This is an optimization exercise on Yosys and OpenROAD, whose aim is small area and a short achievable clock period, not a production implementation. The RTL was checked by simulation tests, not by an equivalence proof against the original design. No activity file was given, so power comes from the tool's default toggle rates.

// next186_glue_top
module next186_glue_top (
	input  wire         clk_cpu,
	input  wire         reset_i,
	input  wire  [15:0] status_i,
	input  wire  [16:0] ioctl_i,
	input  wire         bios_credit_i,
	input  wire  [39:0] joy_i,
	input  wire         joy_wr_i,
	output wire  [13:0] setup_o,
	output wire         sys_reset_o,
	output wire  [30:0] bios_o,
	output wire  [15:0] bios_checksum_o,
	output wire  [7:0]  gpio_o,
	output wire         cen_opl2_o,
	output wire         cen_audio_o
);
	setup_pkg::setup_t  setup_s;
	xfer_pkg::bios_out_t bios_s;
	next186_glue u_glue (
		.clk_cpu         (clk_cpu),
		.reset_i         (reset_i),
		.status_i        (setup_pkg::status_t'(status_i)),
		.ioctl_i         (xfer_pkg::ioctl_t'(ioctl_i)),
		.bios_credit_i   (bios_credit_i),
		.joy_i           (setup_pkg::joy_in_t'(joy_i)),
		.joy_wr_i        (joy_wr_i),
		.setup_o         (setup_s),
		.sys_reset_o     (sys_reset_o),
		.bios_o          (bios_s),
		.bios_checksum_o (bios_checksum_o),
		.gpio_o          (gpio_o),
		.cen_opl2_o      (cen_opl2_o),
		.cen_audio_o     (cen_audio_o)
	);
	assign setup_o = setup_s;
	assign bios_o  = bios_s;
endmodule
export LEC_CHECK = 0
export CAP_MARGIN = 5
export CORE_MARGIN = 2
export CORE_UTILIZATION = 60
export PLACE_DENSITY = 0.72
export SETUP_SLACK_MARGIN = 1.3
export SLEW_MARGIN = 5
export SYNTH_HIERARCHICAL = 1
export SYNTH_MINIMUM_KEEP_SIZE = 0
export TNS_END_PERCENT = 0
create_clock -name core_clock -period 3.0 [get_ports {clk_cpu}]
standard.sh (not shown) runs the stock make flow with config.mk's settings and CLKGATE_MAP_FILE= SYNTH_SCRIPT=/design/flow/synth_recipe.tcl, a recipe that flattens the netlist after the stock synthesis.
==> flow/flow/run.sh <==
#!/bin/bash
set -e
export CTS_ARGS="-sink_clustering_enable -repair_clock_nets -dont_use_dummy_load -sink_clustering_size ${CTS_SIZE:-24} -sink_clustering_max_diameter ${CTS_DIAM:-80}"
export BUFFER_PORTS_ARGS="-buffer_cell sky130_fd_sc_hd__buf_1"
cp standard.sh standard_sh.txt
bash standard.sh > standard.log 2>&1
The starting point produced a clean layout.
Then changed:
CAP_MARGIN = 10   (was 5)
SLEW_MARGIN = 10   (was 5)
TNS_END_PERCENT = 10   (was 0)
After rerunning: The new run finished with timing, DRC and antenna clean. Hold slack gets better by 0.032 ns. Cell count is lower by 0.85%. Routed wire length is lower by 0.51%. First-iteration DRC count is higher by 13%. Via count is about the same.
Then changed:
==> flow/flow/run.sh (replaced) <==
#!/bin/bash
set -e
export CTS_ARGS="-sink_clustering_enable -repair_clock_nets -dont_use_dummy_load -sink_clustering_size ${CTS_SIZE:-24} -sink_clustering_max_diameter ${CTS_DIAM:-80}"
export BUFFER_PORTS_ARGS="-buffer_cell sky130_fd_sc_hd__buf_2"
cp standard.sh standard_sh.txt
bash standard.sh > standard.log 2>&1
CAP_MARGIN = 20   (was 10)
PLACE_DENSITY = unset   (was 0.72)
SLEW_MARGIN = 20   (was 10)
TNS_END_PERCENT = unset   (was 10)
Global-route usage is higher by 3.9 points.
Via count grows by 3.7%.
Clock power rose by about 0.5%.
Worst hold slack got worse by 0.015 ns.
Area after synthesis is unchanged.
Setup slack gets better by 0.029 ns.
Die area does not change.
Total power came out higher by 1.7%.
Utilization climbs by 4.0 points.
Then changed:
==> flow/flow/run.sh (replaced) <==
#!/bin/bash
set -e
export CTS_ARGS="-sink_clustering_enable -repair_clock_nets -dont_use_dummy_load -sink_clustering_size ${CTS_SIZE:-24} -sink_clustering_max_diameter ${CTS_DIAM:-80}"
export BUFFER_PORTS_ARGS="-buffer_cell sky130_fd_sc_hd__buf_1"
cp standard.sh standard_sh.txt
bash standard.sh > standard.log 2>&1
CAP_MARGIN = 10   (was 20)
SLEW_MARGIN = 10   (was 20)
TNS_END_PERCENT = 10   (was unset)
Final cell count falls by 0.47%.
Worst setup slack gets better by 0.037 ns.
Via count fell by 1.2%.
Clock skew went down by 0.032 ns.
Hold slack hardly moves.
Routed wire length is lower by 1.5%.
Sequential cell count stays the same.
Power fell by 1.4%.

next186_glue_top, a different RTL version from the one above (not shown whole).
Size: about 1,200 flip-flops, roughly 150 I/O pins, roughly 0.045 mm² of cells after synthesis.
## next186_glue_top
module next186_glue_top (
	input  wire         clk_cpu,
	input  wire         reset_i,
	input  wire  [15:0] status_i,
	input  wire  [16:0] ioctl_i,
	input  wire         bios_credit_i,
	input  wire  [39:0] joy_i,
	input  wire         joy_wr_i,
	output wire  [13:0] setup_o,
	output wire         sys_reset_o,
	output wire  [30:0] bios_o,
	output wire  [15:0] bios_checksum_o,
	output wire  [7:0]  gpio_o,
	output wire         cen_opl2_o,
	output wire         cen_audio_o
);
Settings: LEC_CHECK=0, CAP_MARGIN=20, CORE_MARGIN=2, CORE_UTILIZATION=40, CTS_CLUSTER_DIAMETER=100, CTS_CLUSTER_SIZE=30, SLEW_MARGIN=20; clock period 3.0 ns.
run.sh (not shown) runs the stock make flow with config.mk's settings and CLKGATE_MAP_FILE= SYNTH_SCRIPT=/design/flow/synth_recipe.tcl, a recipe that flattens the netlist after the stock synthesis.
Stock flow here: none of the scripts above is used.
The starting point produced a layout that fails on setup timing.
Then changed:
Settings changed: CTS_CLUSTER_DIAMETER 100 to unset, CTS_CLUSTER_SIZE 30 to unset.
Result: The changed run ran to the end with violations: setup timing. Sequential share of layout area is lower by 2.5 points. Core utilization is higher by 2.0 points. Non-clock buffer count is lower by 1. First-iteration DRC count is higher by 8.8%.

== v21 ==
next186_glue_top, a different RTL version from the one above (not shown whole).
Size: roughly 4,300 cells after synthesis, about 1,200 flip-flops.
export LEC_CHECK = 0
export CAP_MARGIN = 20
export CORE_MARGIN = 2
export CORE_UTILIZATION = 60
export SETUP_SLACK_MARGIN = 1.3
export SLEW_MARGIN = 20
export SYNTH_HIERARCHICAL = 1
export SYNTH_MINIMUM_KEEP_SIZE = 0
export TNS_END_PERCENT = 10
create_clock -name core_clock -period 3.0 [get_ports {clk_cpu}]
standard.sh (not shown) runs the stock make flow with config.mk's settings and CLKGATE_MAP_FILE= SYNTH_SCRIPT=/design/flow/synth_recipe.tcl, a recipe that flattens the netlist after the stock synthesis.
==> flow/flow/run.sh <==
#!/bin/bash
set -e
export CTS_ARGS="-sink_clustering_enable -repair_clock_nets -dont_use_dummy_load -sink_clustering_size ${CTS_SIZE:-24} -sink_clustering_max_diameter ${CTS_DIAM:-80}"
export BUFFER_PORTS_ARGS="-buffer_cell sky130_fd_sc_hd__buf_2"
cp standard.sh standard_sh.txt
bash standard.sh > standard.log 2>&1
v21 was carried through to the last stage, and its layout satisfied the timing, design-rule and antenna checks.
Changes in v32 relative to v21:
# v21
export LEC_CHECK = 0
export CAP_MARGIN = 20
export CORE_MARGIN = 2
export CORE_UTILIZATION = 60
export SETUP_SLACK_MARGIN = 1.3
export SLEW_MARGIN = 20
export SYNTH_HIERARCHICAL = 1
export SYNTH_MINIMUM_KEEP_SIZE = 0
export TNS_END_PERCENT = 10
create_clock -name core_clock -period 3.0 [get_ports {clk_cpu}]
# v32
export LEC_CHECK = 0
export CAP_MARGIN = 10
export CORE_MARGIN = 2
export CORE_UTILIZATION = 60
export SETUP_SLACK_MARGIN = 1.3
export SLEW_MARGIN = 10
export SYNTH_HIERARCHICAL = 1
export SYNTH_MINIMUM_KEEP_SIZE = 0
export TNS_END_PERCENT = 10
create_clock -name core_clock -period 3.0 [get_ports {clk_cpu}]
-- flow/flow/run.sh --
<<< v21, line 4
export BUFFER_PORTS_ARGS="-buffer_cell sky130_fd_sc_hd__buf_2"
>>> v32, line 4
export BUFFER_PORTS_ARGS="-buffer_cell sky130_fd_sc_hd__buf_1"
==> run notes <==
v32 ran to completion and came out clean on the timing, design-rule and antenna checks. Diff v21 -> v32: time the worst path needs with I/O delays and setup shrank by 0.065 ns, power share of the combinational group held steady, clock latency reported for the late side of the worst-skew pair grew by 0.02 ns, growth of design area from synthesis to finish shrank by 1.8 points.
Inputs modified between v32 and v36:
# v32
export LEC_CHECK = 0
export CAP_MARGIN = 10
export CORE_MARGIN = 2
export CORE_UTILIZATION = 60
export SETUP_SLACK_MARGIN = 1.3
export SLEW_MARGIN = 10
export SYNTH_HIERARCHICAL = 1
export SYNTH_MINIMUM_KEEP_SIZE = 0
export TNS_END_PERCENT = 10
create_clock -name core_clock -period 3.0 [get_ports {clk_cpu}]
# v36
export LEC_CHECK = 0
export CAP_MARGIN = 20
export CORE_MARGIN = 2
export CORE_UTILIZATION = 60
export SETUP_SLACK_MARGIN = 1.0
export SLEW_MARGIN = 20
export SYNTH_HIERARCHICAL = 1
export SYNTH_MINIMUM_KEEP_SIZE = 0
create_clock -name core_clock -period 3.0 [get_ports {clk_cpu}]
-- flow/flow/run.sh --
<<< v32, line 4
export BUFFER_PORTS_ARGS="-buffer_cell sky130_fd_sc_hd__buf_1"
>>> v36, line 4
export BUFFER_PORTS_ARGS="-buffer_cell sky130_fd_sc_hd__buf_2"
Notes after the runs:
Starting density of the core: v36 vs v32 identical. Summary of v36 over v32: number of violations reported at the end of detailed-routing iteration 0 now sits higher, power comparable, minimum clock period now sits higher, area growth from synthesis to layout ~0 delta. Combinational-cell power consumption: v32 vs v36 — no meaningful difference.

## afterwards: timing with drivers on the ports
The flow's constraints put no driver on any port. The routed layouts listed below were extracted and timed again, unchanged, in two steps. Step 1: set_driving_cell puts a clkbuf_16 on clk_cpu and a buf_2 on each other input, an assumption about the parent block. Step 2 times the ports against the registers' clock, not the clock port: input delays grow and output delays shrink by t, the midpoint of the rising clock arrivals with the driver on. Slacks: ideal / step 1 / step 2; pairs: ideal / step 1.
| run | t (ns) | setup slack, ns | worst setup path at the end |
|---|---|---|---|
| the first run of note 1 | 0.719 | 0.723 / 0.723 / 0.193 | input to register |
| the second run of note 1 | 0.709 | 0.763 / 0.763 / 0.285 | input to register |
| the third run of note 1 | 0.738 | 0.792 / 0.792 / 0.525 | input to register |
| the fourth run of note 1 | 0.718 | 0.829 / 0.829 / 0.134 | input to register |
| the first run of note 2 | 0.751 | -0.054 / -0.054 / -0.054 | register to register |
| the second run of note 2 | 0.774 | -0.031 / -0.031 / -0.031 | register to register |
| v21 | 0.718 | 0.732 / 0.732 / 0.492 | input to register |
| v32 | 0.732 | 0.798 / 0.798 / 0.254 | input to register |
| v36 | 0.716 | 0.698 / 0.698 / 0.340 | input to register |
The setup slack of the fourth run of note 1, which loses most, moves by 0.000 ns with the drivers and by -0.695 ns with both steps.
